This design comes from an exercise in tuning for small area on the open sky130 flow, not from production work. In this exercise RTL edits were held to simulation tests only and were not proved equivalent to the original. Power is estimated from default activity; no workload was simulated.

==> flow/design.v (outline; a module is shown in full before it is edited, if it fits) <==
// module synthMac: 1528 lines
// module fpgaSynth: 153 lines
module fpgaSynth (
	input  logic        MAX10_CLK2_50,
	input  logic        arstN,
	input  logic        cfgWe,
	input  logic        cfgKind,
	input  logic [1:0]  cfgVoice,
	input  logic [31:0] cfgData,
	output logic        i2sSclk,
	output logic        i2sLrclk,
	output logic        i2sData
);
  // ...
==> flow/run.sh <==
#!/bin/bash
# synth_recipe.tcl (not shown) runs the flow's synth.tcl, then flattens the netlist and writes it again
# the make line also repeats each setting of config.mk as NAME=value (left out here)
make -C /OpenROAD-flow-scripts/flow DESIGN_CONFIG=/design/flow/config.mk WORK_HOME=/design/flow/orfs CLKGATE_MAP_FILE= SYNTH_SCRIPT=/design/flow/synth_recipe.tcl finish
==> flow/config.mk <==
export PLATFORM = sky130hd
export DESIGN_NAME = fpgaSynth
export DESIGN_NICKNAME = fpgaSynth
export VERILOG_FILES = /design/flow/design.v
export SDC_FILE = /design/flow/constraint.sdc
export NUM_CORES = 4
export LEC_CHECK = 0
export CAP_MARGIN = 20
export CORE_MARGIN = 2
export CORE_UTILIZATION = 40
export SLEW_MARGIN = 20
==> flow/constraint.sdc <==
create_clock -name core_clock -period 12.0 [get_ports {MAX10_CLK2_50}]
set_input_delay 2.4000 -clock core_clock [delete_from_list [all_inputs] [get_ports {MAX10_CLK2_50}]]
set_output_delay 2.4000 -clock core_clock [all_outputs]
set_load 0.01 [all_outputs]
==> impl_metrics.csv, run 1 <==
group,metric,value,unit
sta,fin_crit,8.70,ns
clock_network,clockBufferDepth,3,
route,first_pass_iters,6,
setup_path,startpoint,"vIdx[1]",
clock_network,clkSinkCount,514,
finish,inverters,275,
sta,max_slew_margin,24.1,%
finish,num-multi-input-gates,1187,
setup_path,cp_cell_sequence,"inv_1 -> ha_1 -> buf_4 -> mux2_2 -> nor2_2 -> nand3_1 -> o221a_2 -> or2_1 -> fa_1 -> fa_1 -> fa_1 -> fa_1 -> inv_1 -> fa_1 -> a222oi_1 -> o211ai_1 -> nor4_1 -> o21ai_0 -> nor2_1 -> o22ai_1 -> o2111ai_1 -> nand3_1",
sta,final.setup.tns,0,ns
pwr,power_leader,"registers",
route,wl_per_cell,20.3,um
grt,grt_pass1_wl,100000,um
pwr,clock_power,1.64,mW
setup_path,max_stage_delay,0.64,ns
place,placed_area,0.0301,sq mm
run_status,status,"timing/DRC/antenna clean",
floorplan,core,0.0703,sq mm
clock_network,cts_resized,0,
yosys,synth_ff_type,"edfxtp_1",
setup_path,cpMostUsedCell,"fa_1",
yosys,yosysTopAreaCellShare,51.2,%
clock_network,cts_tree,"yes",
pwr,leakagePower,11.7,nW
yosys,ys_top_cells_by_count,"486 x edfxtp_1, 273 x inv_1, 255 x fa_1, 207 x nor2_1, 118 x nand2_1",
grt,grt_busiest_layer,"met2",
yosys,ys_types,69,
route,drt_iter0_drc,1202,
finish,n_clock_buffer,71,
floorplan,fp.dieW,271,um
==> module fpgaSynth, before the edit <==
module fpgaSynth (
	input  logic        MAX10_CLK2_50,
	input  logic        arstN,
	input  logic        cfgWe,
	input  logic        cfgKind,
	input  logic [1:0]  cfgVoice,
	input  logic [31:0] cfgData,
	output logic        i2sSclk,
	output logic        i2sLrclk,
	output logic        i2sData
);
	logic [7:0]  c;
	logic        fill;
	logic        running;
	logic [1:0]  vIdx;
	logic [2:0]  wrPtr;
	logic        fallTick;
	logic        firstFrame;
	logic        firstVoice;
	logic        store;
	assign fallTick   = c[2:0] == 3'd7;
	assign firstFrame = fill && c >= 8'd249 && c <= 8'd252;
	assign firstVoice = vIdx == 2'd0;
	assign store = fill ? (!running && c != 8'd248) : (c == 8'd248);
	logic [31:0] incrReg [4];
	logic [15:0] ampReg  [4];
	logic [1:0]  waveReg [4];
	logic [3:0]  incrSet;
	always_ff @(posedge MAX10_CLK2_50) begin
		if (cfgWe) begin
			if (!cfgKind) incrReg[cfgVoice] <= cfgData;
			else          ampReg[cfgVoice]  <= cfgData[15:0];
		end
	end
	always_ff @(posedge MAX10_CLK2_50 or negedge arstN) begin
		if (!arstN) begin
			for (int v = 0; v < 4; v++) waveReg[v] <= 2'd3;
			incrSet <= '0;
		end else if (cfgWe) begin
			if (!cfgKind) incrSet[cfgVoice] <= 1'b1;
			else          waveReg[cfgVoice] <= cfgData[17:16];
		end
	end
	logic [31:0] ph [4];
	logic        phCarry;
	logic [31:0] curPhase;
	logic [31:0] curIncr;
	logic [16:0] loCarry;
	logic [15:0] loSum;
	logic [16:0] hiCarry;
	logic [15:0] hiSum;
	logic [16:0] incCarry;
	logic [15:0] incSum;
	assign curPhase = firstFrame ? 32'd0 : ph[0];
	assign curIncr  = incrSet[vIdx] ? incrReg[vIdx] : 32'd0;
	assign loCarry[0]  = 1'b0;
	assign hiCarry[0]  = 1'b0;
	assign incCarry[0] = phCarry;
	for (genvar i = 0; i < 16; i++) begin : g_add
		assign loSum[i]      = curPhase[i] ^ curIncr[i] ^ loCarry[i];
		assign loCarry[i+1]  = (curPhase[i] & curIncr[i]) | (loCarry[i] & (curPhase[i] ^ curIncr[i]));
		assign hiSum[i]      = curPhase[16+i] ^ curIncr[16+i] ^ hiCarry[i];
		assign hiCarry[i+1]  = (curPhase[16+i] & curIncr[16+i]) | (hiCarry[i] & (curPhase[16+i] ^ curIncr[16+i]));
		assign incSum[i]     = ph[3][16+i] ^ incCarry[i];
		assign incCarry[i+1] = ph[3][16+i] & incCarry[i];
	end
	always_ff @(posedge MAX10_CLK2_50) begin
		if (running) begin
			ph[0]   <= ph[1];
			ph[1]   <= ph[2];
			ph[2]   <= {incSum, ph[3][15:0]};
			ph[3]   <= {hiSum, loSum};
			phCarry <= loCarry[16];
		end
	end
	logic [1:0]  curWave;
	logic [15:0] curAmp;
	logic [14:0] fold;
	logic [15:0] waveVal;
	assign curWave = waveReg[vIdx];
	assign curAmp  = ampReg[vIdx];
	assign fold    = curPhase[31] ? ~curPhase[30:16] : curPhase[30:16];
	always_comb begin
		case (curWave)
			2'd0:    waveVal = curPhase[31:16];
			2'd1:    waveVal = curPhase[31] ? 16'h8000 : 16'h7fff;
			2'd2:    waveVal = {~fold[14], fold[13:0], 1'b0};
			default: waveVal = '0;
		endcase
	end
	logic [17:0] accS;
	logic [17:0] accC;
	logic        accCin;
	logic [17:0] nS;
	logic [17:0] nC;
	logic        c16;
	synthMac mac0 (
		.w    (waveVal),
		.a    (curAmp),
		.accS (firstVoice ? 18'd0 : accS),
		.accC (firstVoice ? 18'd0 : accC),
		.cin  (firstVoice ? 1'b0 : accCin),
		.nS   (nS),
		.nC   (nC),
		.c16  (c16)
	);
	always_ff @(posedge MAX10_CLK2_50) begin
		if (running) begin
			accS   <= nS;
			accC   <= nC;
			accCin <= c16;
		end
	end
	logic [17:0] mixSum;
	logic [15:0] mixed;
	assign mixSum = accS + accC + {17'd0, accCin};
	always_comb begin
		if (!mixSum[17] && mixSum[16:15] != 2'b00)     mixed = 16'h7fff;
		else if (mixSum[17] && mixSum[16:15] != 2'b11) mixed = 16'h8000;
		else                                           mixed = mixSum[15:0];
	end
	logic [15:0] mem [8];
	logic [2:0]  rdSlot;
	logic [3:0]  bitIdx;
	assign rdSlot = fill ? 3'd0 : wrPtr;
	assign bitIdx = 4'd14 - c[6:3];
	always_ff @(posedge MAX10_CLK2_50) begin
		if (store) mem[wrPtr] <= mixed;
	end
	always_ff @(posedge MAX10_CLK2_50 or negedge arstN) begin
		if (!arstN) begin
			c       <= 8'd248;
			fill    <= 1'b1;
			running <= 1'b0;
			vIdx    <= '0;
			wrPtr   <= '0;
			i2sData <= 1'b0;
		end else begin
			c <= c + 1'b1;
			if (c == 8'd32) fill <= 1'b0;
			if (running) begin
				vIdx <= vIdx + 1'b1;
				if (vIdx == 2'd3) running <= 1'b0;
			end else if (fill || c == 8'd0) begin
				running <= 1'b1;
			end
			if (store) wrPtr <= wrPtr + 1'b1;
			if (fallTick) i2sData <= mem[rdSlot][bitIdx];
		end
	end
	assign i2sSclk  = c[2];
	assign i2sLrclk = c[7] & ~fill;
endmodule
==> run 2: changes to the inputs <==
--- a/flow/design.v
+++ b/flow/design.v
@@ -32,20 +32,16 @@
 	input  logic [15:0] a,
 	input  logic [17:0] accS,
 	input  logic [17:0] accC,
 	input  logic        cin,
 	output logic [17:0] nS,
 	output logic [17:0] nC,
 	output logic        c16
 );
-	logic [15:0] wn;
-	logic [15:0] an;
-	assign wn = ~w;
-	assign an = ~a;
 	logic pp1;
 	logic pp2;
 	logic pp3;
 	logic pp4;
 	logic pp5;
 	logic pp6;
 	logic pp7;
 	logic pp8;
@@ -782,272 +778,272 @@
 	logic s739;
 	logic c740;
 	logic s741;
 	logic c742;
 	logic s743;
 	logic c744;
 	logic s745;
 	logic c746;
-	assign pp1 = ~(wn[0] | an[0]);
-	assign pp2 = ~(wn[1] | an[0]);
-	assign pp3 = ~(wn[2] | an[0]);
-	assign pp4 = ~(wn[3] | an[0]);
-	assign pp5 = ~(wn[4] | an[0]);
-	assign pp6 = ~(wn[5] | an[0]);
-	assign pp7 = ~(wn[6] | an[0]);
-	assign pp8 = ~(wn[7] | an[0]);
-	assign pp9 = ~(wn[8] | an[0]);
-	assign pp10 = ~(wn[9] | an[0]);
-	assign pp11 = ~(wn[10] | an[0]);
-	assign pp12 = ~(wn[11] | an[0]);
-	assign pp13 = ~(wn[12] | an[0]);
-	assign pp14 = ~(wn[13] | an[0]);
-	assign pp15 = ~(wn[14] | an[0]);
-	assign pp16 = wn[15] | an[0];
-	assign pp17 = ~(wn[0] | an[1]);
-	assign pp18 = ~(wn[1] | an[1]);
-	assign pp19 = ~(wn[2] | an[1]);
-	assign pp20 = ~(wn[3] | an[1]);
-	assign pp21 = ~(wn[4] | an[1]);
-	assign pp22 = ~(wn[5] | an[1]);
-	assign pp23 = ~(wn[6] | an[1]);
-	assign pp24 = ~(wn[7] | an[1]);
-	assign pp25 = ~(wn[8] | an[1]);
-	assign pp26 = ~(wn[9] | an[1]);
-	assign pp27 = ~(wn[10] | an[1]);
-	assign pp28 = ~(wn[11] | an[1]);
-	assign pp29 = ~(wn[12] | an[1]);
-	assign pp30 = ~(wn[13] | an[1]);
-	assign pp31 = ~(wn[14] | an[1]);
-	assign pp32 = wn[15] | an[1];
-	assign pp33 = ~(wn[0] | an[2]);
-	assign pp34 = ~(wn[1] | an[2]);
-	assign pp35 = ~(wn[2] | an[2]);
-	assign pp36 = ~(wn[3] | an[2]);
-	assign pp37 = ~(wn[4] | an[2]);
-	assign pp38 = ~(wn[5] | an[2]);
-	assign pp39 = ~(wn[6] | an[2]);
-	assign pp40 = ~(wn[7] | an[2]);
-	assign pp41 = ~(wn[8] | an[2]);
-	assign pp42 = ~(wn[9] | an[2]);
-	assign pp43 = ~(wn[10] | an[2]);
-	assign pp44 = ~(wn[11] | an[2]);
-	assign pp45 = ~(wn[12] | an[2]);
-	assign pp46 = ~(wn[13] | an[2]);
-	assign pp47 = ~(wn[14] | an[2]);
-	assign pp48 = wn[15] | an[2];
-	assign pp49 = ~(wn[0] | an[3]);
-	assign pp50 = ~(wn[1] | an[3]);
-	assign pp51 = ~(wn[2] | an[3]);
-	assign pp52 = ~(wn[3] | an[3]);
-	assign pp53 = ~(wn[4] | an[3]);
-	assign pp54 = ~(wn[5] | an[3]);
-	assign pp55 = ~(wn[6] | an[3]);
-	assign pp56 = ~(wn[7] | an[3]);
-	assign pp57 = ~(wn[8] | an[3]);
-	assign pp58 = ~(wn[9] | an[3]);
-	assign pp59 = ~(wn[10] | an[3]);
-	assign pp60 = ~(wn[11] | an[3]);
-	assign pp61 = ~(wn[12] | an[3]);
-	assign pp62 = ~(wn[13] | an[3]);
-	assign pp63 = ~(wn[14] | an[3]);
-	assign pp64 = wn[15] | an[3];
-	assign pp65 = ~(wn[0] | an[4]);
-	assign pp66 = ~(wn[1] | an[4]);
-	assign pp67 = ~(wn[2] | an[4]);
-	assign pp68 = ~(wn[3] | an[4]);
-	assign pp69 = ~(wn[4] | an[4]);
-	assign pp70 = ~(wn[5] | an[4]);
-	assign pp71 = ~(wn[6] | an[4]);
-	assign pp72 = ~(wn[7] | an[4]);
-	assign pp73 = ~(wn[8] | an[4]);
-	assign pp74 = ~(wn[9] | an[4]);
-	assign pp75 = ~(wn[10] | an[4]);
-	assign pp76 = ~(wn[11] | an[4]);
-	assign pp77 = ~(wn[12] | an[4]);
-	assign pp78 = ~(wn[13] | an[4]);
-	assign pp79 = ~(wn[14] | an[4]);
-	assign pp80 = wn[15] | an[4];
-	assign pp81 = ~(wn[0] | an[5]);
-	assign pp82 = ~(wn[1] | an[5]);
-	assign pp83 = ~(wn[2] | an[5]);
-	assign pp84 = ~(wn[3] | an[5]);
-	assign pp85 = ~(wn[4] | an[5]);
-	assign pp86 = ~(wn[5] | an[5]);
-	assign pp87 = ~(wn[6] | an[5]);
-	assign pp88 = ~(wn[7] | an[5]);
-	assign pp89 = ~(wn[8] | an[5]);
-	assign pp90 = ~(wn[9] | an[5]);
-	assign pp91 = ~(wn[10] | an[5]);
-	assign pp92 = ~(wn[11] | an[5]);
-	assign pp93 = ~(wn[12] | an[5]);
-	assign pp94 = ~(wn[13] | an[5]);
-	assign pp95 = ~(wn[14] | an[5]);
-	assign pp96 = wn[15] | an[5];
-	assign pp97 = ~(wn[0] | an[6]);
-	assign pp98 = ~(wn[1] | an[6]);
-	assign pp99 = ~(wn[2] | an[6]);
-	assign pp100 = ~(wn[3] | an[6]);
-	assign pp101 = ~(wn[4] | an[6]);
-	assign pp102 = ~(wn[5] | an[6]);
-	assign pp103 = ~(wn[6] | an[6]);
-	assign pp104 = ~(wn[7] | an[6]);
-	assign pp105 = ~(wn[8] | an[6]);
-	assign pp106 = ~(wn[9] | an[6]);
-	assign pp107 = ~(wn[10] | an[6]);
-	assign pp108 = ~(wn[11] | an[6]);
-	assign pp109 = ~(wn[12] | an[6]);
-	assign pp110 = ~(wn[13] | an[6]);
-	assign pp111 = ~(wn[14] | an[6]);
-	assign pp112 = wn[15] | an[6];
-	assign pp113 = ~(wn[0] | an[7]);
-	assign pp114 = ~(wn[1] | an[7]);
-	assign pp115 = ~(wn[2] | an[7]);
-	assign pp116 = ~(wn[3] | an[7]);
-	assign pp117 = ~(wn[4] | an[7]);
-	assign pp118 = ~(wn[5] | an[7]);
-	assign pp119 = ~(wn[6] | an[7]);
-	assign pp120 = ~(wn[7] | an[7]);
-	assign pp121 = ~(wn[8] | an[7]);
-	assign pp122 = ~(wn[9] | an[7]);
-	assign pp123 = ~(wn[10] | an[7]);
-	assign pp124 = ~(wn[11] | an[7]);
-	assign pp125 = ~(wn[12] | an[7]);
-	assign pp126 = ~(wn[13] | an[7]);
-	assign pp127 = ~(wn[14] | an[7]);
-	assign pp128 = wn[15] | an[7];
-	assign pp129 = ~(wn[0] | an[8]);
-	assign pp130 = ~(wn[1] | an[8]);
-	assign pp131 = ~(wn[2] | an[8]);
-	assign pp132 = ~(wn[3] | an[8]);
-	assign pp133 = ~(wn[4] | an[8]);
-	assign pp134 = ~(wn[5] | an[8]);
-	assign pp135 = ~(wn[6] | an[8]);
-	assign pp136 = ~(wn[7] | an[8]);
-	assign pp137 = ~(wn[8] | an[8]);
-	assign pp138 = ~(wn[9] | an[8]);
-	assign pp139 = ~(wn[10] | an[8]);
-	assign pp140 = ~(wn[11] | an[8]);
-	assign pp141 = ~(wn[12] | an[8]);
-	assign pp142 = ~(wn[13] | an[8]);
-	assign pp143 = ~(wn[14] | an[8]);
-	assign pp144 = wn[15] | an[8];
-	assign pp145 = ~(wn[0] | an[9]);
-	assign pp146 = ~(wn[1] | an[9]);
-	assign pp147 = ~(wn[2] | an[9]);
-	assign pp148 = ~(wn[3] | an[9]);
-	assign pp149 = ~(wn[4] | an[9]);
-	assign pp150 = ~(wn[5] | an[9]);
-	assign pp151 = ~(wn[6] | an[9]);
-	assign pp152 = ~(wn[7] | an[9]);
-	assign pp153 = ~(wn[8] | an[9]);
-	assign pp154 = ~(wn[9] | an[9]);
-	assign pp155 = ~(wn[10] | an[9]);
-	assign pp156 = ~(wn[11] | an[9]);
-	assign pp157 = ~(wn[12] | an[9]);
-	assign pp158 = ~(wn[13] | an[9]);
-	assign pp159 = ~(wn[14] | an[9]);
-	assign pp160 = wn[15] | an[9];
-	assign pp161 = ~(wn[0] | an[10]);
-	assign pp162 = ~(wn[1] | an[10]);
-	assign pp163 = ~(wn[2] | an[10]);
-	assign pp164 = ~(wn[3] | an[10]);
-	assign pp165 = ~(wn[4] | an[10]);
-	assign pp166 = ~(wn[5] | an[10]);
-	assign pp167 = ~(wn[6] | an[10]);
-	assign pp168 = ~(wn[7] | an[10]);
-	assign pp169 = ~(wn[8] | an[10]);
-	assign pp170 = ~(wn[9] | an[10]);
-	assign pp171 = ~(wn[10] | an[10]);
-	assign pp172 = ~(wn[11] | an[10]);
-	assign pp173 = ~(wn[12] | an[10]);
-	assign pp174 = ~(wn[13] | an[10]);
-	assign pp175 = ~(wn[14] | an[10]);
-	assign pp176 = wn[15] | an[10];
-	assign pp177 = ~(wn[0] | an[11]);
-	assign pp178 = ~(wn[1] | an[11]);
-	assign pp179 = ~(wn[2] | an[11]);
-	assign pp180 = ~(wn[3] | an[11]);
-	assign pp181 = ~(wn[4] | an[11]);
-	assign pp182 = ~(wn[5] | an[11]);
-	assign pp183 = ~(wn[6] | an[11]);
-	assign pp184 = ~(wn[7] | an[11]);
-	assign pp185 = ~(wn[8] | an[11]);
-	assign pp186 = ~(wn[9] | an[11]);
-	assign pp187 = ~(wn[10] | an[11]);
-	assign pp188 = ~(wn[11] | an[11]);
-	assign pp189 = ~(wn[12] | an[11]);
-	assign pp190 = ~(wn[13] | an[11]);
-	assign pp191 = ~(wn[14] | an[11]);
-	assign pp192 = wn[15] | an[11];
-	assign pp193 = ~(wn[0] | an[12]);
-	assign pp194 = ~(wn[1] | an[12]);
-	assign pp195 = ~(wn[2] | an[12]);
-	assign pp196 = ~(wn[3] | an[12]);
-	assign pp197 = ~(wn[4] | an[12]);
-	assign pp198 = ~(wn[5] | an[12]);
-	assign pp199 = ~(wn[6] | an[12]);
-	assign pp200 = ~(wn[7] | an[12]);
-	assign pp201 = ~(wn[8] | an[12]);
-	assign pp202 = ~(wn[9] | an[12]);
-	assign pp203 = ~(wn[10] | an[12]);
-	assign pp204 = ~(wn[11] | an[12]);
-	assign pp205 = ~(wn[12] | an[12]);
-	assign pp206 = ~(wn[13] | an[12]);
-	assign pp207 = ~(wn[14] | an[12]);
-	assign pp208 = wn[15] | an[12];
-	assign pp209 = ~(wn[0] | an[13]);
-	assign pp210 = ~(wn[1] | an[13]);
-	assign pp211 = ~(wn[2] | an[13]);
-	assign pp212 = ~(wn[3] | an[13]);
-	assign pp213 = ~(wn[4] | an[13]);
-	assign pp214 = ~(wn[5] | an[13]);
-	assign pp215 = ~(wn[6] | an[13]);
-	assign pp216 = ~(wn[7] | an[13]);
-	assign pp217 = ~(wn[8] | an[13]);
-	assign pp218 = ~(wn[9] | an[13]);
-	assign pp219 = ~(wn[10] | an[13]);
-	assign pp220 = ~(wn[11] | an[13]);
-	assign pp221 = ~(wn[12] | an[13]);
-	assign pp222 = ~(wn[13] | an[13]);
-	assign pp223 = ~(wn[14] | an[13]);
-	assign pp224 = wn[15] | an[13];
-	assign pp225 = ~(wn[0] | an[14]);
-	assign pp226 = ~(wn[1] | an[14]);
-	assign pp227 = ~(wn[2] | an[14]);
-	assign pp228 = ~(wn[3] | an[14]);
-	assign pp229 = ~(wn[4] | an[14]);
-	assign pp230 = ~(wn[5] | an[14]);
-	assign pp231 = ~(wn[6] | an[14]);
-	assign pp232 = ~(wn[7] | an[14]);
-	assign pp233 = ~(wn[8] | an[14]);
-	assign pp234 = ~(wn[9] | an[14]);
-	assign pp235 = ~(wn[10] | an[14]);
-	assign pp236 = ~(wn[11] | an[14]);
-	assign pp237 = ~(wn[12] | an[14]);
-	assign pp238 = ~(wn[13] | an[14]);
-	assign pp239 = ~(wn[14] | an[14]);
-	assign pp240 = wn[15] | an[14];
-	assign pp241 = ~(wn[0] | an[15]);
-	assign pp242 = ~(wn[1] | an[15]);
-	assign pp243 = ~(wn[2] | an[15]);
-	assign pp244 = ~(wn[3] | an[15]);
-	assign pp245 = ~(wn[4] | an[15]);
-	assign pp246 = ~(wn[5] | an[15]);
-	assign pp247 = ~(wn[6] | an[15]);
-	assign pp248 = ~(wn[7] | an[15]);
-	assign pp249 = ~(wn[8] | an[15]);
-	assign pp250 = ~(wn[9] | an[15]);
-	assign pp251 = ~(wn[10] | an[15]);
-	assign pp252 = ~(wn[11] | an[15]);
-	assign pp253 = ~(wn[12] | an[15]);
-	assign pp254 = ~(wn[13] | an[15]);
-	assign pp255 = ~(wn[14] | an[15]);
-	assign pp256 = wn[15] | an[15];
+	assign pp1 = w[0] & a[0];
+	assign pp2 = w[1] & a[0];
+	assign pp3 = w[2] & a[0];
+	assign pp4 = w[3] & a[0];
+	assign pp5 = w[4] & a[0];
+	assign pp6 = w[5] & a[0];
+	assign pp7 = w[6] & a[0];
+	assign pp8 = w[7] & a[0];
+	assign pp9 = w[8] & a[0];
+	assign pp10 = w[9] & a[0];
+	assign pp11 = w[10] & a[0];
+	assign pp12 = w[11] & a[0];
+	assign pp13 = w[12] & a[0];
+	assign pp14 = w[13] & a[0];
+	assign pp15 = w[14] & a[0];
+	assign pp16 = ~(w[15] & a[0]);
+	assign pp17 = w[0] & a[1];
+	assign pp18 = w[1] & a[1];
+	assign pp19 = w[2] & a[1];
+	assign pp20 = w[3] & a[1];
+	assign pp21 = w[4] & a[1];
+	assign pp22 = w[5] & a[1];
+	assign pp23 = w[6] & a[1];
+	assign pp24 = w[7] & a[1];
+	assign pp25 = w[8] & a[1];
+	assign pp26 = w[9] & a[1];
+	assign pp27 = w[10] & a[1];
+	assign pp28 = w[11] & a[1];
+	assign pp29 = w[12] & a[1];
+	assign pp30 = w[13] & a[1];
+	assign pp31 = w[14] & a[1];
+	assign pp32 = ~(w[15] & a[1]);
+	assign pp33 = w[0] & a[2];
+	assign pp34 = w[1] & a[2];
+	assign pp35 = w[2] & a[2];
+	assign pp36 = w[3] & a[2];
+	assign pp37 = w[4] & a[2];
+	assign pp38 = w[5] & a[2];
+	assign pp39 = w[6] & a[2];
+	assign pp40 = w[7] & a[2];
+	assign pp41 = w[8] & a[2];
+	assign pp42 = w[9] & a[2];
+	assign pp43 = w[10] & a[2];
+	assign pp44 = w[11] & a[2];
+	assign pp45 = w[12] & a[2];
+	assign pp46 = w[13] & a[2];
+	assign pp47 = w[14] & a[2];
+	assign pp48 = ~(w[15] & a[2]);
+	assign pp49 = w[0] & a[3];
+	assign pp50 = w[1] & a[3];
+	assign pp51 = w[2] & a[3];
+	assign pp52 = w[3] & a[3];
+	assign pp53 = w[4] & a[3];
+	assign pp54 = w[5] & a[3];
+	assign pp55 = w[6] & a[3];
+	assign pp56 = w[7] & a[3];
+	assign pp57 = w[8] & a[3];
+	assign pp58 = w[9] & a[3];
+	assign pp59 = w[10] & a[3];
+	assign pp60 = w[11] & a[3];
+	assign pp61 = w[12] & a[3];
+	assign pp62 = w[13] & a[3];
+	assign pp63 = w[14] & a[3];
+	assign pp64 = ~(w[15] & a[3]);
+	assign pp65 = w[0] & a[4];
+	assign pp66 = w[1] & a[4];
+	assign pp67 = w[2] & a[4];
+	assign pp68 = w[3] & a[4];
+	assign pp69 = w[4] & a[4];
+	assign pp70 = w[5] & a[4];
+	assign pp71 = w[6] & a[4];
+	assign pp72 = w[7] & a[4];
+	assign pp73 = w[8] & a[4];
+	assign pp74 = w[9] & a[4];
+	assign pp75 = w[10] & a[4];
+	assign pp76 = w[11] & a[4];
+	assign pp77 = w[12] & a[4];
+	assign pp78 = w[13] & a[4];
+	assign pp79 = w[14] & a[4];
+	assign pp80 = ~(w[15] & a[4]);
+	assign pp81 = w[0] & a[5];
+	assign pp82 = w[1] & a[5];
+	assign pp83 = w[2] & a[5];
+	assign pp84 = w[3] & a[5];
+	assign pp85 = w[4] & a[5];
+	assign pp86 = w[5] & a[5];
+	assign pp87 = w[6] & a[5];
+	assign pp88 = w[7] & a[5];
+	assign pp89 = w[8] & a[5];
+	assign pp90 = w[9] & a[5];
+	assign pp91 = w[10] & a[5];
+	assign pp92 = w[11] & a[5];
+	assign pp93 = w[12] & a[5];
+	assign pp94 = w[13] & a[5];
+	assign pp95 = w[14] & a[5];
+	assign pp96 = ~(w[15] & a[5]);
+	assign pp97 = w[0] & a[6];
+	assign pp98 = w[1] & a[6];
+	assign pp99 = w[2] & a[6];
+	assign pp100 = w[3] & a[6];
+	assign pp101 = w[4] & a[6];
+	assign pp102 = w[5] & a[6];
+	assign pp103 = w[6] & a[6];
+	assign pp104 = w[7] & a[6];
+	assign pp105 = w[8] & a[6];
+	assign pp106 = w[9] & a[6];
+	assign pp107 = w[10] & a[6];
+	assign pp108 = w[11] & a[6];
+	assign pp109 = w[12] & a[6];
+	assign pp110 = w[13] & a[6];
+	assign pp111 = w[14] & a[6];
+	assign pp112 = ~(w[15] & a[6]);
+	assign pp113 = w[0] & a[7];
+	assign pp114 = w[1] & a[7];
+	assign pp115 = w[2] & a[7];
+	assign pp116 = w[3] & a[7];
+	assign pp117 = w[4] & a[7];
+	assign pp118 = w[5] & a[7];
+	assign pp119 = w[6] & a[7];
+	assign pp120 = w[7] & a[7];
+	assign pp121 = w[8] & a[7];
+	assign pp122 = w[9] & a[7];
+	assign pp123 = w[10] & a[7];
+	assign pp124 = w[11] & a[7];
+	assign pp125 = w[12] & a[7];
+	assign pp126 = w[13] & a[7];
+	assign pp127 = w[14] & a[7];
+	assign pp128 = ~(w[15] & a[7]);
+	assign pp129 = w[0] & a[8];
+	assign pp130 = w[1] & a[8];
+	assign pp131 = w[2] & a[8];
+	assign pp132 = w[3] & a[8];
+	assign pp133 = w[4] & a[8];
+	assign pp134 = w[5] & a[8];
+	assign pp135 = w[6] & a[8];
+	assign pp136 = w[7] & a[8];
+	assign pp137 = w[8] & a[8];
+	assign pp138 = w[9] & a[8];
+	assign pp139 = w[10] & a[8];
+	assign pp140 = w[11] & a[8];
+	assign pp141 = w[12] & a[8];
+	assign pp142 = w[13] & a[8];
+	assign pp143 = w[14] & a[8];
+	assign pp144 = ~(w[15] & a[8]);
+	assign pp145 = w[0] & a[9];
+	assign pp146 = w[1] & a[9];
+	assign pp147 = w[2] & a[9];
+	assign pp148 = w[3] & a[9];
+	assign pp149 = w[4] & a[9];
+	assign pp150 = w[5] & a[9];
+	assign pp151 = w[6] & a[9];
+	assign pp152 = w[7] & a[9];
+	assign pp153 = w[8] & a[9];
+	assign pp154 = w[9] & a[9];
+	assign pp155 = w[10] & a[9];
+	assign pp156 = w[11] & a[9];
+	assign pp157 = w[12] & a[9];
+	assign pp158 = w[13] & a[9];
+	assign pp159 = w[14] & a[9];
+	assign pp160 = ~(w[15] & a[9]);
+	assign pp161 = w[0] & a[10];
+	assign pp162 = w[1] & a[10];
+	assign pp163 = w[2] & a[10];
+	assign pp164 = w[3] & a[10];
+	assign pp165 = w[4] & a[10];
+	assign pp166 = w[5] & a[10];
+	assign pp167 = w[6] & a[10];
+	assign pp168 = w[7] & a[10];
+	assign pp169 = w[8] & a[10];
+	assign pp170 = w[9] & a[10];
+	assign pp171 = w[10] & a[10];
+	assign pp172 = w[11] & a[10];
+	assign pp173 = w[12] & a[10];
+	assign pp174 = w[13] & a[10];
+	assign pp175 = w[14] & a[10];
+	assign pp176 = ~(w[15] & a[10]);
+	assign pp177 = w[0] & a[11];
+	assign pp178 = w[1] & a[11];
+	assign pp179 = w[2] & a[11];
+	assign pp180 = w[3] & a[11];
+	assign pp181 = w[4] & a[11];
+	assign pp182 = w[5] & a[11];
+	assign pp183 = w[6] & a[11];
+	assign pp184 = w[7] & a[11];
+	assign pp185 = w[8] & a[11];
+	assign pp186 = w[9] & a[11];
+	assign pp187 = w[10] & a[11];
+	assign pp188 = w[11] & a[11];
+	assign pp189 = w[12] & a[11];
+	assign pp190 = w[13] & a[11];
+	assign pp191 = w[14] & a[11];
+	assign pp192 = ~(w[15] & a[11]);
+	assign pp193 = w[0] & a[12];
+	assign pp194 = w[1] & a[12];
+	assign pp195 = w[2] & a[12];
+	assign pp196 = w[3] & a[12];
+	assign pp197 = w[4] & a[12];
+	assign pp198 = w[5] & a[12];
+	assign pp199 = w[6] & a[12];
+	assign pp200 = w[7] & a[12];
+	assign pp201 = w[8] & a[12];
+	assign pp202 = w[9] & a[12];
+	assign pp203 = w[10] & a[12];
+	assign pp204 = w[11] & a[12];
+	assign pp205 = w[12] & a[12];
+	assign pp206 = w[13] & a[12];
+	assign pp207 = w[14] & a[12];
+	assign pp208 = ~(w[15] & a[12]);
+	assign pp209 = w[0] & a[13];
+	assign pp210 = w[1] & a[13];
+	assign pp211 = w[2] & a[13];
+	assign pp212 = w[3] & a[13];
+	assign pp213 = w[4] & a[13];
+	assign pp214 = w[5] & a[13];
+	assign pp215 = w[6] & a[13];
+	assign pp216 = w[7] & a[13];
+	assign pp217 = w[8] & a[13];
+	assign pp218 = w[9] & a[13];
+	assign pp219 = w[10] & a[13];
+	assign pp220 = w[11] & a[13];
+	assign pp221 = w[12] & a[13];
+	assign pp222 = w[13] & a[13];
+	assign pp223 = w[14] & a[13];
+	assign pp224 = ~(w[15] & a[13]);
+	assign pp225 = w[0] & a[14];
+	assign pp226 = w[1] & a[14];
+	assign pp227 = w[2] & a[14];
+	assign pp228 = w[3] & a[14];
+	assign pp229 = w[4] & a[14];
+	assign pp230 = w[5] & a[14];
+	assign pp231 = w[6] & a[14];
+	assign pp232 = w[7] & a[14];
+	assign pp233 = w[8] & a[14];
+	assign pp234 = w[9] & a[14];
+	assign pp235 = w[10] & a[14];
+	assign pp236 = w[11] & a[14];
+	assign pp237 = w[12] & a[14];
+	assign pp238 = w[13] & a[14];
+	assign pp239 = w[14] & a[14];
+	assign pp240 = ~(w[15] & a[14]);
+	assign pp241 = w[0] & a[15];
+	assign pp242 = w[1] & a[15];
+	assign pp243 = w[2] & a[15];
+	assign pp244 = w[3] & a[15];
+	assign pp245 = w[4] & a[15];
+	assign pp246 = w[5] & a[15];
+	assign pp247 = w[6] & a[15];
+	assign pp248 = w[7] & a[15];
+	assign pp249 = w[8] & a[15];
+	assign pp250 = w[9] & a[15];
+	assign pp251 = w[10] & a[15];
+	assign pp252 = w[11] & a[15];
+	assign pp253 = w[12] & a[15];
+	assign pp254 = w[13] & a[15];
+	assign pp255 = w[14] & a[15];
+	assign pp256 = ~(w[15] & a[15]);
 	assign s257 = pp14 ^ pp29;
 	assign c258 = pp14 & pp29;
 	assign s259 = pp15 ^ pp30 ^ pp45;
 	assign c260 = (pp15 & pp30) | (pp15 & pp45) | (pp30 & pp45);
 	assign s261 = pp60 ^ pp75;
 	assign c262 = pp60 & pp75;
 	assign s263 = pp16 ^ pp31 ^ pp46;
 	assign c264 = (pp16 & pp31) | (pp16 & pp46) | (pp31 & pp46);
@@ -1596,47 +1592,48 @@
 		if (!arstN) begin
 			for (int v = 0; v < 4; v++) waveReg[v] <= 2'd3;
 			incrSet <= '0;
 		end else if (cfgWe) begin
 			if (!cfgKind) incrSet[cfgVoice] <= 1'b1;
 			else          waveReg[cfgVoice] <= cfgData[17:16];
 		end
 	end
-	logic [31:0] ph [4];
+	logic [31:0] ph [5];
 	logic        phCarry;
 	logic [31:0] curPhase;
 	logic [31:0] curIncr;
 	logic [16:0] loCarry;
 	logic [15:0] loSum;
 	logic [16:0] hiCarry;
 	logic [15:0] hiSum;
 	logic [16:0] incCarry;
 	logic [15:0] incSum;
+	logic [31:0] phNext;
 	assign curPhase = firstFrame ? 32'd0 : ph[0];
-	assign curIncr  = incrSet[vIdx] ? incrReg[vIdx] : 32'd0;
+	assign curIncr  = (running && incrSet[vIdx]) ? incrReg[vIdx] : 32'd0;
 	assign loCarry[0]  = 1'b0;
 	assign hiCarry[0]  = 1'b0;
 	assign incCarry[0] = phCarry;
 	for (genvar i = 0; i < 16; i++) begin : g_add
 		assign loSum[i]      = curPhase[i] ^ curIncr[i] ^ loCarry[i];
 		assign loCarry[i+1]  = (curPhase[i] & curIncr[i]) | (loCarry[i] & (curPhase[i] ^ curIncr[i]));
 		assign hiSum[i]      = curPhase[16+i] ^ curIncr[16+i] ^ hiCarry[i];
 		assign hiCarry[i+1]  = (curPhase[16+i] & curIncr[16+i]) | (hiCarry[i] & (curPhase[16+i] ^ curIncr[16+i]));
 		assign incSum[i]     = ph[3][16+i] ^ incCarry[i];
 		assign incCarry[i+1] = ph[3][16+i] & incCarry[i];
 	end
+	assign phNext = {incSum, ph[3][15:0]};
 	always_ff @(posedge MAX10_CLK2_50) begin
-		if (running) begin
-			ph[0]   <= ph[1];
-			ph[1]   <= ph[2];
-			ph[2]   <= {incSum, ph[3][15:0]};
-			ph[3]   <= {hiSum, loSum};
-			phCarry <= loCarry[16];
-		end
+		ph[0]   <= ph[1];
+		ph[1]   <= ph[2];
+		ph[2]   <= fill ? ph[4] : phNext;
+		ph[4]   <= phNext;
+		ph[3]   <= {hiSum, loSum};
+		phCarry <= loCarry[16];
 	end
 	logic [1:0]  curWave;
 	logic [15:0] curAmp;
 	logic [14:0] fold;
 	logic [15:0] waveVal;
 	assign curWave = waveReg[vIdx];
 	assign curAmp  = ampReg[vIdx];
 	assign fold    = curPhase[31] ? ~curPhase[30:16] : curPhase[30:16];
@@ -1692,17 +1689,17 @@
 			c       <= 8'd248;
 			fill    <= 1'b1;
 			running <= 1'b0;
 			vIdx    <= '0;
 			wrPtr   <= '0;
 			i2sData <= 1'b0;
 		end else begin
 			c <= c + 1'b1;
-			if (c == 8'd32) fill <= 1'b0;
+			if (c == 8'd33) fill <= 1'b0;
 			if (running) begin
 				vIdx <= vIdx + 1'b1;
 				if (vIdx == 2'd3) running <= 1'b0;
 			end else if (fill || c == 8'd0) begin
 				running <= 1'b1;
 			end
 			if (store) wrPtr <= wrPtr + 1'b1;
 			if (fallTick) i2sData <= mem[rdSlot][bitIdx];
==> flow/flow/run.sh (new file) <==
#!/bin/bash
# Layout flow: the standard ORFS layout, with one change to synthesis.
# Yosys's "synth" normally runs a quick "abc -fast" before ORFS extracts full
# adders; that pass rewrites the explicit carry-save adder trees with mixed
# polarities, and the extracted full adders then need inverters between them.
# SYNTH_ARGS=-noabc skips only that early pass; ORFS's own ABC mapping still
# runs afterwards, and registers, floorplan, power grid, placement, CTS and
# routing are the standard ones.
set -euo pipefail
export SYNTH_ARGS="-noabc"
bash standard.sh > standard_flow.log 2>&1
==> flow/standard.sh (new file) <==
#!/bin/bash
# synth_recipe.tcl (not shown) runs the flow's synth.tcl, then flattens the netlist and writes it again
# the make line also repeats each setting of config.mk as NAME=value (left out here)
make -C /OpenROAD-flow-scripts/flow DESIGN_CONFIG=/design/flow/config.mk WORK_HOME=/design/flow/orfs CLKGATE_MAP_FILE= SYNTH_SCRIPT=/design/flow/synth_recipe.tcl "${@:-finish}"
==> flow/config.mk (replaced) <==
export PLATFORM = sky130hd
export DESIGN_NAME = fpgaSynth
export DESIGN_NICKNAME = fpgaSynth
export VERILOG_FILES = /design/flow/design.v
export SDC_FILE = /design/flow/constraint.sdc
export NUM_CORES = 4
export LEC_CHECK = 0
export CAP_MARGIN = 20
export CORE_MARGIN = 2
export CORE_UTILIZATION = 55
export CTS_BUF_LIST = sky130_fd_sc_hd__clkbuf_16
export CTS_CLUSTER_DIAMETER = 100
export CTS_CLUSTER_SIZE = 28
export SLEW_MARGIN = 20
removed: flow/run.sh
==> impl_metrics.csv, run 2 <==
group,metric,value,unit
setup_path,path_class,"flip-flop to flip-flop",
route,wl,60000,um
pwr,p_int,3.20,mW
route,wl_per_cell,22.5,um
yosys,syn-num-nets,2352,
pwr,pwr-share-clk,20.7,%
route,drt_iter0_drc,1017,
yosys,ys_async_sr_fraction,5.13,%
pwr,p_total,4.66,mW
setup_path,worstPathMaxFanout,37,
setup_path,cpMostUsedCell,"fa_1",
pwr,power_frac_seq,46.3,%
clock_network,post-cts-setup-buffers,0,
run_status,status,"timing/DRC/antenna clean",
clock_network,cts_inserted_buffers,24,
route,drtAntennaViolNets,0,
clock_network,cts-root-buf,"clkbuf_16",
floorplan,fp.dieW,229,um
clock_network,clkLatencyLatePin,0.60,ns
floorplan,start_util,55.7,%
sta,fin_crit,8.37,ns
yosys,yosys_warnings,3,
sta,fmax,119,MHz
sta,rsz0062_at_grt,"no",
route,drc,0,
grt,grt_pass1_vias,16000,
finish,largest_reg_flops,160,
pwr,leakagePower,11.7,nW
setup_path,max_stage_delay,0.80,ns
clock_network,cts_tree,"yes",
setup_path,critPathRequiredTime,12.52,ns
setup_path,arrival,8.90,ns
floorplan,dieHeight,229,um
flow_run,cap_violations,0,
pwr,vdd_ir_drop_max,0.130,mV
grt,grt_overflow,0,
floorplan,core,0.0502,sq mm
finish,fin_util,59.4,%
yosys,synth_cells,1979,
setup_path,cp_cell_sequence,"buf_4 -> mux4_2 -> and3_1 -> ha_1 -> fa_1 -> fa_1 -> fa_1 -> fa_1 -> fa_1 -> fa_1 -> fa_1 -> fa_1 -> fa_1 -> fa_1 -> fa_1 -> fa_1 -> fa_1 -> fa_1 -> xnor2_1 -> xnor2_1",
yosys,syn-cell-area,0.0279,sq mm
clock_network,holdBufCountCts,0,
grt,grt_max_degree,76,
clock_network,clkSinkCount,546,
yosys,synth_edf_count,357,
clock_network,path_clk_slew,0.11,ns
finish,drive_gt1_share,11.1,%
floorplan,dieArea,0.0526,sq mm
setup_path,startpoint_type,"flip-flop",
place,io_buffers,40,
finish,regMostFlops,"ph",
finish,final_common_cell,"edfxtp_1",
finish,largestRegisters,"ph x160, incrReg x128, mem x128",
grt,track_usage,23.3,%
yosys,ys_types,77,
sta,setup_viol,0,
setup_path,endpoint_kind,"flip-flop",
route,viasPerCell,5.74,
pwr,power_frac_comb,33.1,%
yosys,yosysMostFrequentCell,"edfxtp_1",
pwr,power_density,156,mW/mm^2
grt,grt_pass1_wl,93900,um
hold_path,hp-class,"flip-flop to flip-flop",
pwr,sw_frac_of_total,31.3,%
sta,worst_pin_slew,1.02,ns
floorplan,rows,82,
sta,drv_slew,0,
finish,syn_to_final_growth,6.70,%
yosys,synth_ff_type,"edfxtp_1",
sta,finalCritPeriodShare,69.8,%
pwr,switching_power,1.46,mW
yosys,synth_area_leader_cell,"edfxtp_1",
sta,hold_violations,0,
finish,n_antenna_cell,0,
yosys,avgSynthCellArea,14.1,sq um
finish,nets,2354,
yosys,ys_ff_latch,546,
yosys,yosys-top-cells-area,"edfxtp_1 38%, fa_1 18%, dfxtp_1 12%, mux4_2 3.9%, ha_1 3.6%",
sta,max_slew_margin,31.8,%
place,place_congestion,0.830,
finish,final_cell_area,0.0298,sq mm
clock_network,htreeDepth,1,
clock_network,clockBufferDepth,3,
route,first_pass_iters,6,
yosys,yosysTopAreaCellShare,38.4,%
yosys,ys_top_cells_by_count,"357 x edfxtp_1, 257 x nor2_1, 255 x fa_1, 161 x dfxtp_1, 90 x nand2_1",
sta,clock_skew,0.0220,ns
yosys,yosysSeqAreaShare,52.5,%
clock_network,cts_resized,0,
floorplan,boundaryPins,41,
route,route.vias.total,15300,
sta,final.setup.tns,0,ns
grt,antenna_found_initial,0,
place,placed_area,0.0291,sq mm
finish,final_cell_mix,"357 x edfxtp_1, 257 x nor2_1, 255 x fa_1",
setup_path,critPathSlowestCell,"dfrtp_4",
place,dpl.hpwl,41600,um
==> run 2: cell count changes in the layout (fill, tap and decap cells not counted), sizes merged, moves of 47 or more <==
cell and delta:
and2 -49, clkbuf -47, dfxtp +161, edfxtp -129, inv -192, nor2 +47
==> run 2: metal layers <==
| metal | vias to the layer above | part of all wire (%) | GRT usage (%) |
|---|---|---|---|
| li1 | 6951 | - | - |
| met1 | 7911 | 46 | 34.5 |
| met2 | 392 | 48 | 38.2 |
| met3 | 61 | 4.3 | 2.40 |
| met4 | 0 | 1.7 | 4.53 |
| met5 | - | 0 | 0 |
==> run 2: logic make-up after synthesis <==
group,Yosys count,synth area share (%)
flip-flops,546,52.5
AND/OR/NAND/NOR,544,9.17
adder cells (fa/ha/maj),336,21.9
AO/OA/AOI/OAI,197,5.15
buffers and inverters,175,2.58
multiplexers,142,7.50
XOR/XNOR,39,1.22
==> run 2: layout make-up <==
cell class / count / area (sq um)
inverter: 73 / 274
multi-input combinational: 1258 / 12600
sequential: 546 / 14700
tap: 672 / 841
timing repair buffer: 78 / 686
fill: 3945 / 20400
clock buffer: 24 / 601
clock inverter: 19 / 135
==> run 2: critical path: cells and delay by family, from the launching register on <==
kind                       cells  cell delay, ns
and+or+nand+nor                1            0.20
adders and majority gates     15            5.67
muxes                          1            0.57
buffers and inverters          1            0.66
DFF                            1            0.80
xor gates and xnor gates       2            0.33
==> run 2: per-stage QoR <==
stage          instances  setup slack, ns  hold WS, ns
2_1_floorplan       1979             4.28        0.310
3_3_place_gp        2627             3.59        0.310
3_5_place_dp        2627             3.61        0.312
4_1_cts             2670             3.59        0.319
5_1_grt             2670             3.26        0.328
6_report            2670             3.63        0.330
==> run 2: power groups by stage <==
stage	Combinational, mW	Sequential (mW)	Clock [mW]
after global placement	1.49	2.20	0
after global routing	1.78	2.16	1.06
final	1.54	2.16	0.963
after floorplan	1.15	2.19	0
after detailed placement	1.55	2.20	0
after CTS	1.56	2.16	0.997
==> run 2: path summary, 6_finish.rpt <==
kind | startpoint | to | slack (ns) | cells past startpoint
worst min register to register | ph[1][12] | ph[0][12] | 0.33 | 0
worst min-delay path | ph[1][12] | ph[0][12] | 0.33 | 0
min in group asynchronous | arstN | vIdx[1] | 2.20 | 2
max in group asynchronous | arstN | c[4] | 9.46 | 2
worst max-delay path | vIdx[0] | ph[3][31] | 3.63 | 20
worst max register to register | vIdx[0] | ph[3][31] | 3.63 | 20
==> run 3: changes to the inputs <==
==> flow/run.sh (new file) <==
#!/bin/bash
# synth_recipe.tcl (not shown) runs the flow's synth.tcl, then flattens the netlist and writes it again
# the make line also repeats each setting of config.mk as NAME=value (left out here)
make -C /OpenROAD-flow-scripts/flow DESIGN_CONFIG=/design/flow/config.mk WORK_HOME=/design/flow/orfs CLKGATE_MAP_FILE= SYNTH_SCRIPT=/design/flow/synth_recipe.tcl finish
--- a/flow/config.mk
+++ b/flow/config.mk
@@ -10,5 +10,5 @@
 export CORE_UTILIZATION = 55
 export CTS_BUF_LIST = sky130_fd_sc_hd__clkbuf_16
 export CTS_CLUSTER_DIAMETER = 100
-export CTS_CLUSTER_SIZE = 28
+export CTS_CLUSTER_SIZE = 30
 export SLEW_MARGIN = 20
removed: flow/flow/run.sh
removed: flow/standard.sh
==> impl_metrics.csv, run 3 <==
group,metric,value,unit
sta,max_slew_margin,28.6,%
clock_network,cts_inserted_buffers,24,
route,route.vias.total,15800,
sta,fmax,115,MHz
finish,nets,2499,
sta,fin_crit,8.70,ns
setup_path,path_class,"flip-flop to flip-flop",
finish,final_cell_area,0.0304,sq mm
yosys,syn-cell-area,0.0283,sq mm
setup_path,cp_cell_sequence,"buf_4 -> inv_1 -> ha_1 -> buf_4 -> a21oi_1 -> a21oi_1 -> nor2_1 -> nand3_1 -> o221a_2 -> or2_2 -> fa_1 -> fa_1 -> inv_1 -> fa_1 -> fa_1 -> inv_1 -> fa_1 -> fa_1 -> a21oi_1 -> a31oi_1 -> nand2_1",
yosys,ys_async_sr_fraction,5.13,%
yosys,yosysSeqAreaShare,51.7,%
clock_network,htreeDepth,1,
yosys,yosysTopAreaCellShare,37.8,%
setup_path,critPathRequiredTime,12.33,ns
setup_path,endpoint_kind,"flip-flop",
finish,largestRegisters,"ph x160, incrReg x128, mem x128",
sta,holdWs,0.319,ns
run_status,status,"timing/DRC/antenna clean",
finish,n_antenna_cell,0,
route,viasPerCell,5.57,
sta,rsz0062_at_grt,"no",
setup_path,critPathSlowestCell,"nor2_1",
grt,grt_pass1_vias,16600,
place,placed_area,0.0296,sq mm
yosys,ys_top_cells_by_count,"357 x edfxtp_1, 278 x inv_1, 255 x fa_1, 199 x nor2_1, 161 x dfxtp_1",
finish,final_common_cell,"edfxtp_1",
clock_network,cts-root-buf,"clkbuf_16",
yosys,yosys_warnings,3,
route,wl,61400,um
sta,drv_slew,0,
finish,largest_reg_flops,160,
clock_network,holdBufCountCts,0,
pwr,leakagePower,11.9,nW
grt,track_usage,23.8,%
clock_network,clockBufferDepth,3,
sta,hold_violations,0,
hold_path,hp-class,"flip-flop to flip-flop",
flow_run,cap_violations,0,
clock_network,path_clk_slew,0.11,ns
floorplan,rows,83,
yosys,synth_area_leader_cell,"edfxtp_1",
setup_path,critical_path.top_delay_family,"adder cells",
place,pre_cts_ws,3.39,ns
place,place_congestion,0.926,
route,first_pass_iters,5,
grt,grt_overflow,0,
clock_network,cts_resized,0,
grt,grt_pass1_wl,96600,um
grt,grt_max_degree,54,
clock_network,post-cts-setup-buffers,0,
yosys,ys_types,74,
setup_path,max_stage_delay,0.81,ns
route,drc,0,
sta,clock_skew,0.0373,ns
setup_path,critical_path_buf_inv_count,5,
sta,fin_ws,3.30,ns
floorplan,dieArea,0.0534,sq mm
clock_network,clkSinkCount,546,
setup_path,worstPathMaxFanout,43,
place,dpl.hpwl,44300,um
route,wl_per_cell,21.6,um
yosys,yosys-top-cells-area,"edfxtp_1 38%, fa_1 18%, dfxtp_1 11%, mux4_2 5.0%, inv_1 3.7%",
grt,antenna_found_initial,0,
place,placed_cells,2794,
yosys,yosysMostFrequentCell,"edfxtp_1",
yosys,avgSynthCellArea,13.4,sq um
finish,final_cell_mix,"357 x edfxtp_1, 291 x inv_1, 255 x fa_1",
yosys,synth_ff_type,"edfxtp_1",
floorplan,boundaryPins,41,
place,io_buffers,40,
yosys,synth_cells,2120,
finish,syn_to_final_growth,7.44,%
clock_network,cts_tree,"yes",
finish,regMostFlops,"ph",
finish,final_cells,2841,
sta,setup_viol,0,
route,drt_iter0_drc,965,
yosys,synth_edf_count,357,
floorplan,start_util,55.5,%
setup_path,startpoint_type,"flip-flop",
pwr,vdd_ir_drop_max,0.134,mV
setup_path,cpMostUsedCell,"fa_1",
route,drtAntennaViolNets,0,
floorplan,core,0.0511,sq mm
pwr,power_density,159,mW/mm^2
floorplan,dieHeight,231,um
yosys,syn-num-nets,2476,
sta,final.setup.tns,0,ns
clock_network,clkLatencyLatePin,0.60,ns
sta,worst_pin_slew,1.06,ns
setup_path,arrival,9.02,ns
sta,finalCritPeriodShare,72.5,%
floorplan,fp.dieW,231,um
yosys,ys_ff_latch,546,
finish,drive_gt1_share,12.1,%
[run 3: where the power goes]
part	switching, mW	internal [mW]	total, mW
combinational	1.01	0.693	1.71
clock	0.589	0.399	0.988
sequential	0.0173	2.14	2.16
total	1.62	3.23	4.85
[run 3: cell families (layout without fill, tap and decap cells)]
kind of cell / count (synthesis) / in the layout / share of synthesized area (%)
muxes: 142 / 142 / 8.03
and+or+nand+nor: 518 / 518 / 8.55
AOI/OAI and AO/OA: 200 / 200 / 4.91
adders and majority gates: 321 / 321 / 20.9
DFF: 546 / 546 / 51.7
buffers and inverters: 364 / 405 / 4.97
xor gates and xnor gates: 29 / 29 / 0.896
[run 3: worst reg2reg max path, stage by stage (launching register included)]
cell and delay [ns]:
dfrtp_2 0.69, buf_4 0.52, inv_1 0.45, ha_1 0.31, buf_4 0.26, a21oi_1 0.27
a21oi_1 0.18, nor2_1 0.81, nand3_1 0.66, o221a_2 0.46, or2_2 0.34, fa_1 0.51
fa_1 0.52, inv_1 0.05, fa_1 0.41, fa_1 0.53, inv_1 0.06, fa_1 0.47
fa_1 0.58, a21oi_1 0.10, a31oi_1 0.17, nand2_1 0.06
[run 3: metal layers]
metal | wire, um | global-route usage, % | up-vias
met1 | 26200 | 32.7 | 8148
met2 | 30800 | 40.8 | 390
li1 | - | - | 7184
met5 | 0 | 0 | -
met4 | 1800 | 6.53 | 0
met3 | 2590 | 2.25 | 108
[run 3: final timing paths]
kind / startpoint / endpoint / cells past startpoint / slack, ns
setup / recovery: vIdx[1] / accCin / 21 / 3.30
hold / removal: ph[1][7] / ph[0][7] / 0 / 0.32
setup reg to reg: vIdx[1] / accCin / 21 / 3.30
hold reg to reg: ph[1][7] / ph[0][7] / 0 / 0.32
max in group asynchronous: arstN / fill / 2 / 9.43
min in group asynchronous: arstN / vIdx[0] / 2 / 2.22
[run 3: layout make-up]
class | instances | area [sq um]
clock buffer | 24 | 601
fill | 4114 | 20600
inverter | 278 | 1040
multi-input combinational | 1210 | 12300
sequential | 546 | 14700
clock inverter | 20 | 178
timing repair buffer | 83 | 763
tap | 680 | 851
[run 3: through the flow]
stage                     utilization, %  power [mW]
after floorplan                        -        3.39
final                               59.6        4.85
after CTS                           59.5        4.91
after detailed placement            57.9        3.92
after global placement              57.9        3.84
after global routing                59.6        5.22
==> run 4: changes to the inputs <==
--- a/flow/config.mk
+++ b/flow/config.mk
@@ -10,5 +10,5 @@
 export CORE_UTILIZATION = 55
 export CTS_BUF_LIST = sky130_fd_sc_hd__clkbuf_16
 export CTS_CLUSTER_DIAMETER = 100
-export CTS_CLUSTER_SIZE = 30
+export CTS_CLUSTER_SIZE = 28
 export SLEW_MARGIN = 20
==> impl_metrics.csv, run 4 <==
group,metric,value,unit
run_status,status,"timing/DRC/antenna clean",
setup_path,critPathRequiredTime,12.33,ns
place,pre_cts_ws,3.39,ns
route,drt_iter0_drc,925,
clock_network,clkSinkCount,546,
pwr,p_int,3.24,mW
finish,final_cell_area,0.0304,sq mm
finish,multi_input_area,0.0123,sq mm
setup_path,endpoint_kind,"flip-flop",
grt,grt_pass1_wl,96600,um
clock_network,clkLatencyLatePin,0.59,ns
yosys,yosysMostFrequentCell,"edfxtp_1",
finish,final_cells,2843,
clock_network,post-cts-setup-buffers,0,
finish,final_cell_mix,"357 x edfxtp_1, 293 x inv_1, 255 x fa_1",
clock_network,cts-root-buf,"clkbuf_16",
floorplan,rows,83,
pwr,power_density,160,mW/mm^2
finish,largest_reg_flops,160,
pwr,vdd_ir_drop_max,0.129,mV
route,drtAntennaViolNets,0,
place,placed_cells,2794,
sta,setup_viol,0,
yosys,synth_cells,2120,
sta,drv_slew,0,
sta,rsz0062_at_grt,"no",
yosys,synth_ff_type,"edfxtp_1",
route,drc,0,
yosys,synth_xor_area_share,0.896,%
yosys,syn-cell-area,0.0283,sq mm
grt,grt_overflow,0,
clock_network,htreeDepth,1,
place,io_buffers,40,
sta,hold_violations,0,
setup_path,max_stage_delay,0.81,ns
yosys,synth_top_family_by_area,"adder cells",
pwr,pwr-share-clk,20.3,%
yosys,synth_edf_count,357,
setup_path,cpMostUsedCell,"fa_1",
yosys,yosysSeqAreaShare,51.7,%
clock_network,cts_tree,"yes",
sta,fin_ws,3.31,ns
clock_network,clockBufferDepth,3,
yosys,synthAdderAreaFrac,20.9,%
flow_run,cap_violations,0,
setup_path,critPathSlowestCell,"nor2_1",
finish,largestRegisters,"ph x160, incrReg x128, mem x128",
finish,final_common_cell,"edfxtp_1",
pwr,sw_frac_of_total,33.4,%
floorplan,dieArea,0.0534,sq mm
finish,nets,2500,
yosys,ys_async_sr_fraction,5.13,%
grt,grt_pass1_vias,16700,
setup_path,arrival,9.02,ns
setup_path,startpoint_type,"flip-flop",
place,dpl.hpwl,44300,um
yosys,avgSynthCellArea,13.4,sq um
sta,final.setup.tns,0,ns
finish,register_area,0.0147,sq mm
setup_path,worstPathMaxFanout,43,
grt,grt_max_degree,54,
sta,finalCritPeriodShare,72.4,%
pwr,switching_power,1.62,mW
sta,fin_crit,8.69,ns
yosys,synth_simple_gate_area_share,8.55,%
route,first_pass_iters,5,
grt,antenna_found_initial,0,
route,viasPerCell,5.57,
finish,regMostFlops,"ph",
clock_network,path_clk_slew,0.11,ns
floorplan,boundaryPins,41,
floorplan,core,0.0511,sq mm
yosys,yosysTopAreaCellShare,37.8,%
yosys,yosys-top-cells-area,"edfxtp_1 38%, fa_1 18%, dfxtp_1 11%, mux4_2 5.0%, inv_1 3.7%",
sta,fmax,115,MHz
finish,drive_gt1_share,12.1,%
yosys,synth_area_leader_cell,"edfxtp_1",
yosys,ys_top_cells_by_count,"357 x edfxtp_1, 278 x inv_1, 255 x fa_1, 199 x nor2_1, 161 x dfxtp_1",
grt,track_usage,23.7,%
place,place_congestion,0.926,
place,placed_area,0.0296,sq mm
clock_network,holdBufCountCts,0,
finish,n_antenna_cell,0,
floorplan,fp.dieW,231,um
yosys,syn-num-nets,2476,
finish,syn_to_final_growth,7.42,%
clock_network,cts_inserted_buffers,25,
setup_path,path_class,"flip-flop to flip-flop",
clock_network,cts_resized,0,
yosys,ys_types,74,
yosys,yosys_warnings,3,
yosys,ys_ff_latch,546,
floorplan,dieHeight,231,um
route,route.vias.total,15800,
yosys,muxShareOfSynthArea,8.03,%
floorplan,start_util,55.5,%
pwr,power_frac_seq,44.5,%
yosys,synth_compound_area_share,4.91,%
finish,fill_cells,4119,
pwr,power_frac_comb,35.3,%
hold_path,hp-class,"flip-flop to flip-flop",
sta,worst_pin_slew,1.06,ns
sta,clock_skew,0.0255,ns
pwr,leakagePower,11.9,nW
route,wl,61600,um
setup_path,cp_cell_sequence,"buf_4 -> inv_1 -> ha_1 -> buf_4 -> a21oi_1 -> a21oi_1 -> nor2_1 -> nand3_1 -> o221a_2 -> or2_2 -> fa_1 -> fa_1 -> inv_1 -> fa_1 -> inv_1 -> fa_1 -> fa_1 -> fa_1 -> a21oi_1 -> a31oi_1 -> nand2_1",
sta,max_slew_margin,28.5,%
route,wl_per_cell,21.7,um
finish,fin_util,59.6,%
## run 4: power by group through the flow
stage / clock, mW / sequential [mW] / combinational, mW
3_5_place_dp: 0 / 2.20 / 1.72
6_report: 0.984 / 2.16 / 1.71
2_1_floorplan: 0 / 2.19 / 1.19
3_3_place_gp: 0 / 2.20 / 1.64
5_1_grt: 1.07 / 2.16 / 1.98
4_1_cts: 1.01 / 2.16 / 1.73
## run 4: worst paths after layout
kind	start	to	slack [ns]	depth (start not counted)
setup / recovery	vIdx[1]	accCin	3.31	21
hold / removal	ph[1][19]	ph[0][19]	0.33	0
setup reg to reg	vIdx[1]	accCin	3.31	21
hold reg to reg	ph[1][19]	ph[0][19]	0.33	0
max in group asynchronous	arstN	vIdx[0]	9.43	2
min in group asynchronous	arstN	wrPtr[2]	2.22	2
## run 4: per-layer routing
layer  vias up  routed length [um]  global-route usage (%)
met5         -                   0                       0
met4         0                1610                    6.27
met3       101                2660                    2.41
met2       373               30900                    41.0
met1      8171               26400                    32.5
li1       7178                   -                       -
## run 4: logic make-up after synthesis
| group | count (synthesis) |
|---|---|
| simple gates | 518 |
| buf+inv | 364 |
| xor+xnor | 29 |
| flops | 546 |
| mux | 142 |
| fa+ha+maj | 321 |
| compound gates | 200 |
## run 4: layout make-up
type / instances / area share [%]
multi-input cells: 1210 / 40.5
flip-flops and latches: 546 / 48.2
inverters: 278 / 3.43
repair buffers: 83 / 2.51
well taps: 680 / 2.80
clock inverters: 21 / 0.485
clock buffers: 25 / 2.06
## run 4: worst max-delay path: cells and delay by family, from the launching register on
family                     cells  cell delay [ns]
AOI/OAI and AO/OA              5             1.18
and+or+nand+nor                4             1.86
buffers and inverters          5             1.32
adders and majority gates      7             3.34
DFF                            1             0.69
## run 4: metrics by stage
step	hold WS, ns	total power [mW]
floorplan	0.310	3.39
global placement	0.310	3.84
detailed placement	0.312	3.92
CTS	0.330	4.90
global route	0.333	5.22
finish	0.328	4.86
==> run 5: changes to the inputs <==
--- a/flow/config.mk
+++ b/flow/config.mk
@@ -7,8 +7,8 @@
 export LEC_CHECK = 0
 export CAP_MARGIN = 20
 export CORE_MARGIN = 2
-export CORE_UTILIZATION = 55
+export CORE_UTILIZATION = 40
 export CTS_BUF_LIST = sky130_fd_sc_hd__clkbuf_16
-export CTS_CLUSTER_DIAMETER = 100
-export CTS_CLUSTER_SIZE = 28
+export CTS_CLUSTER_DIAMETER = 120
+export CTS_CLUSTER_SIZE = 24
 export SLEW_MARGIN = 20
==> impl_metrics.csv, run 5 <==
group,metric,value,unit
pwr,p_total,4.86,mW
setup_path,startpoint_type,"flip-flop",
clock_network,path_clk_slew,0.10,ns
finish,syn_to_final_growth,8.82,%
place,place_congestion,0.924,
clock_network,cts_inserted_buffers,28,
setup_path,r2r-end,"accCin",
finish,multi_input_area,0.0123,sq mm
yosys,synth_cells,2120,
yosys,yosys-top-cells-area,"edfxtp_1 38%, fa_1 18%, dfxtp_1 11%, mux4_2 5.0%, inv_1 3.7%",
yosys,syn-num-nets,2476,
sta,finalCritPeriodShare,72.1,%
grt,grt_pass1_wl,97400,um
route,wl_per_cell,19.4,um
route,drc,0,
place,io_buffers,40,
yosys,ys_async_sr_fraction,5.13,%
setup_path,critPathRequiredTime,12.36,ns
yosys,yosysMostFrequentCell,"edfxtp_1",
sta,worst_pin_slew,1.06,ns
finish,regMostFlops,"ph",
grt,grt_overflow,0,
grt,grt_max_degree,51,
finish,fill_cells,6354,
clock_network,clkLatencyLatePin,0.62,ns
clock_network,clkSinkCount,546,
setup_path,endpoint_kind,"flip-flop",
sta,fin_crit,8.65,ns
clock_network,htreeDepth,1,
clock_network,cts_resized,0,
grt,grt_busiest_layer,"met2",
pwr,switching_power,1.60,mW
setup_path,arrival,9.01,ns
route,viasPerCell,5.08,
sta,final.setup.tns,0,ns
floorplan,fp.dieW,270,um
sta,setup_viol,0,
sta,max_slew_margin,28.8,%
finish,register_area,0.0147,sq mm
clock_network,holdBufCountCts,0,
pwr,leakagePower,11.9,nW
yosys,yosys_warnings,3,
yosys,syn-cell-area,0.0283,sq mm
yosys,yosysSeqAreaShare,51.7,%
yosys,synth_edf_count,357,
finish,drive_gt1_share,11.9,%
grt,track_usage,17.0,%
route,route.vias.total,15800,
sta,clock_skew,0.0398,ns
clock_network,clockBufferDepth,3,
yosys,ys_top_cells_by_count,"357 x edfxtp_1, 278 x inv_1, 255 x fa_1, 199 x nor2_1, 161 x dfxtp_1",
place,dpl.hpwl,43200,um
pwr,vdd_ir_drop_max,0.118,mV
grt,grt.met1_usage,22.8,%
floorplan,dieHeight,270,um
setup_path,rrSetupSlack,3.35,ns
pwr,power_frac_comb,34.1,%
finish,n_antenna_cell,0,
hold_path,hold_end,"ph[1][20]",
pwr,power_density,157,mW/mm^2
route,drt_iter0_drc,1101,
hold_path,hp-class,"flip-flop to flip-flop",
route,wl,60300,um
grt,grt_pass1_vias,17200,
hold_path,hold_depth,0,
floorplan,start_util,40.5,%
route,first_pass_iters,7,
sta,fmax,116,MHz
sta,drv_slew,0,
sta,rsz0062_at_grt,"no",
grt,antenna_found_initial,0,
floorplan,core,0.0700,sq mm
setup_path,worstRegToRegCells,21,
yosys,yosysTopAreaCellShare,37.8,%
pwr,p_int,3.26,mW
clock_network,cts-root-buf,"clkbuf_16",
floorplan,boundaryPins,41,
route,drtAntennaViolNets,0,
yosys,synth_area_leader_cell,"edfxtp_1",
grt,use_met3,1.84,%
finish,final_common_cell,"edfxtp_1",
floorplan,rows,97,
finish,largestRegisters,"ph x160, incrReg x128, mem x128",
yosys,ys_types,74,
finish,nets,2501,
floorplan,dieArea,0.0730,sq mm
setup_path,worstPathMaxFanout,49,
pwr,power_frac_seq,44.4,%
yosys,ys_ff_latch,546,
finish,final_cell_mix,"357 x edfxtp_1, 298 x inv_1, 255 x fa_1",
clock_network,cts_tree,"yes",
setup_path,path_class,"flip-flop to flip-flop",
run_status,status,"timing/DRC/antenna clean",
grt,met2_usage,29.0,%
clock_network,post-cts-setup-buffers,0,
finish,largest_reg_flops,160,
hold_path,min-delay-start,"ph[2][20]",
pwr,pwr-share-clk,21.4,%
pwr,sw_frac_of_total,33.0,%
flow_run,cap_violations,0,
setup_path,r2r_start,"vIdx[1]",
sta,hold_violations,0,
yosys,synth_ff_type,"edfxtp_1",
yosys,avgSynthCellArea,13.4,sq um
run 5: cell counts after synthesis:
No cell type changed its count.
run 5: cells by family after synthesis:
group	after synthesis	synth area share [%]
XOR/XNOR	29	0.896
buffers and inverters	364	4.97
flip-flops	546	51.7
adder cells (fa/ha/maj)	321	20.9
multiplexers	142	8.03
AO/OA/AOI/OAI	200	4.91
AND/OR/NAND/NOR	518	8.55
run 5: area by class of cell:
type	instances	share of cell area (%)
clock inverters	24	0.556
flip-flops and latches	546	47.6
clock buffers	28	2.27
multi-input cells	1210	40.0
well taps	940	3.81
repair buffers	81	2.38
inverters	278	3.38
run 5: power by group through the flow:
stage / Sequential [mW] / Combinational [mW] / Clock [mW]
finish: 2.16 / 1.66 / 1.04
global route: 2.16 / 1.93 / 1.14
CTS: 2.16 / 1.68 / 1.07
detailed placement: 2.20 / 1.67 / 0
global placement: 2.20 / 1.60 / 0
floorplan: 2.19 / 1.19 / 0
run 5: worst max-delay path by stage:
stage          cells past startpoint  startpoint   endpoint
6_report                          21     vIdx[1]     accCin
3_3_place_gp                      21     vIdx[1]     accCin
2_1_floorplan                     25     vIdx[0]  ph[3][15]
4_1_cts                           21     vIdx[1]     accCin
3_5_place_dp                      21     vIdx[1]     accCin
5_1_grt                           21     vIdx[1]     accCin
run 5: stage by stage:
step                worst slack, ns  instance area [sq um]  hold slack, ns  instances  utilization, %
floorplan                      4.04                  28300           0.310       2120               -
global placement               3.59                  29900           0.310       3052            42.7
detailed placement             3.42                  29900           0.312       3052            42.7
CTS                            3.33                  30800           0.292       3104            44.0
global route                   2.64                  30800           0.319       3107            44.0
finish                         3.35                  30800           0.301       3107            44.0
run 5: metal layers:
| metal | wire (um) | share of wire, % |
|---|---|---|
| met3 | 2340 | 3.9 |
| met1 | 26300 | 44 |
| met5 | 0 | 0 |
| met4 | 1820 | 3.0 |
| met2 | 29800 | 49 |
run 5: critical path, stage by stage (launching register included):
cell and delay, ns:
dfrtp_2 0.58, buf_4 0.56, inv_1 0.45, ha_1 0.32, buf_4 0.26, a21oi_1 0.26, a21oi_1 0.18, nor2_1 0.85
nand3_1 0.65, o221a_2 0.45, or2_2 0.34, fa_1 0.51, fa_1 0.51, inv_1 0.05, fa_1 0.50, inv_1 0.05
fa_1 0.41, fa_1 0.49, fa_1 0.57, a21oi_1 0.10, a31oi_1 0.17, nand2_1 0.07

-- what the ideal ports hide --
No port has a modelled driver above. Below, the same layouts with a new extraction and two added sets of constraints. Step 1, drivers: a clkbuf_16 drives MAX10_CLK2_50 and a buf_2 each remaining input, both assumed. Step 2 times the ports against the registers' clock, not the clock port: input delays grow and output delays shrink by t, the midpoint of the rising clock arrivals with the driver on. a / b / c = ideal ports / drivers / drivers and shift; a / b = the first two.
run | t, ns | setup WS [ns]
run 1 | 0.659 | 3.295 / 3.295 / 3.295
run 2 | 0.645 | 3.626 / 3.626 / 3.626
run 3 | 0.637 | 3.303 / 3.303 / 3.303
run 4 | 0.637 | 3.313 / 3.313 / 3.313
run 5 | 0.661 | 3.353 / 3.353 / 3.353
After both steps every run listed still meets setup and hold.
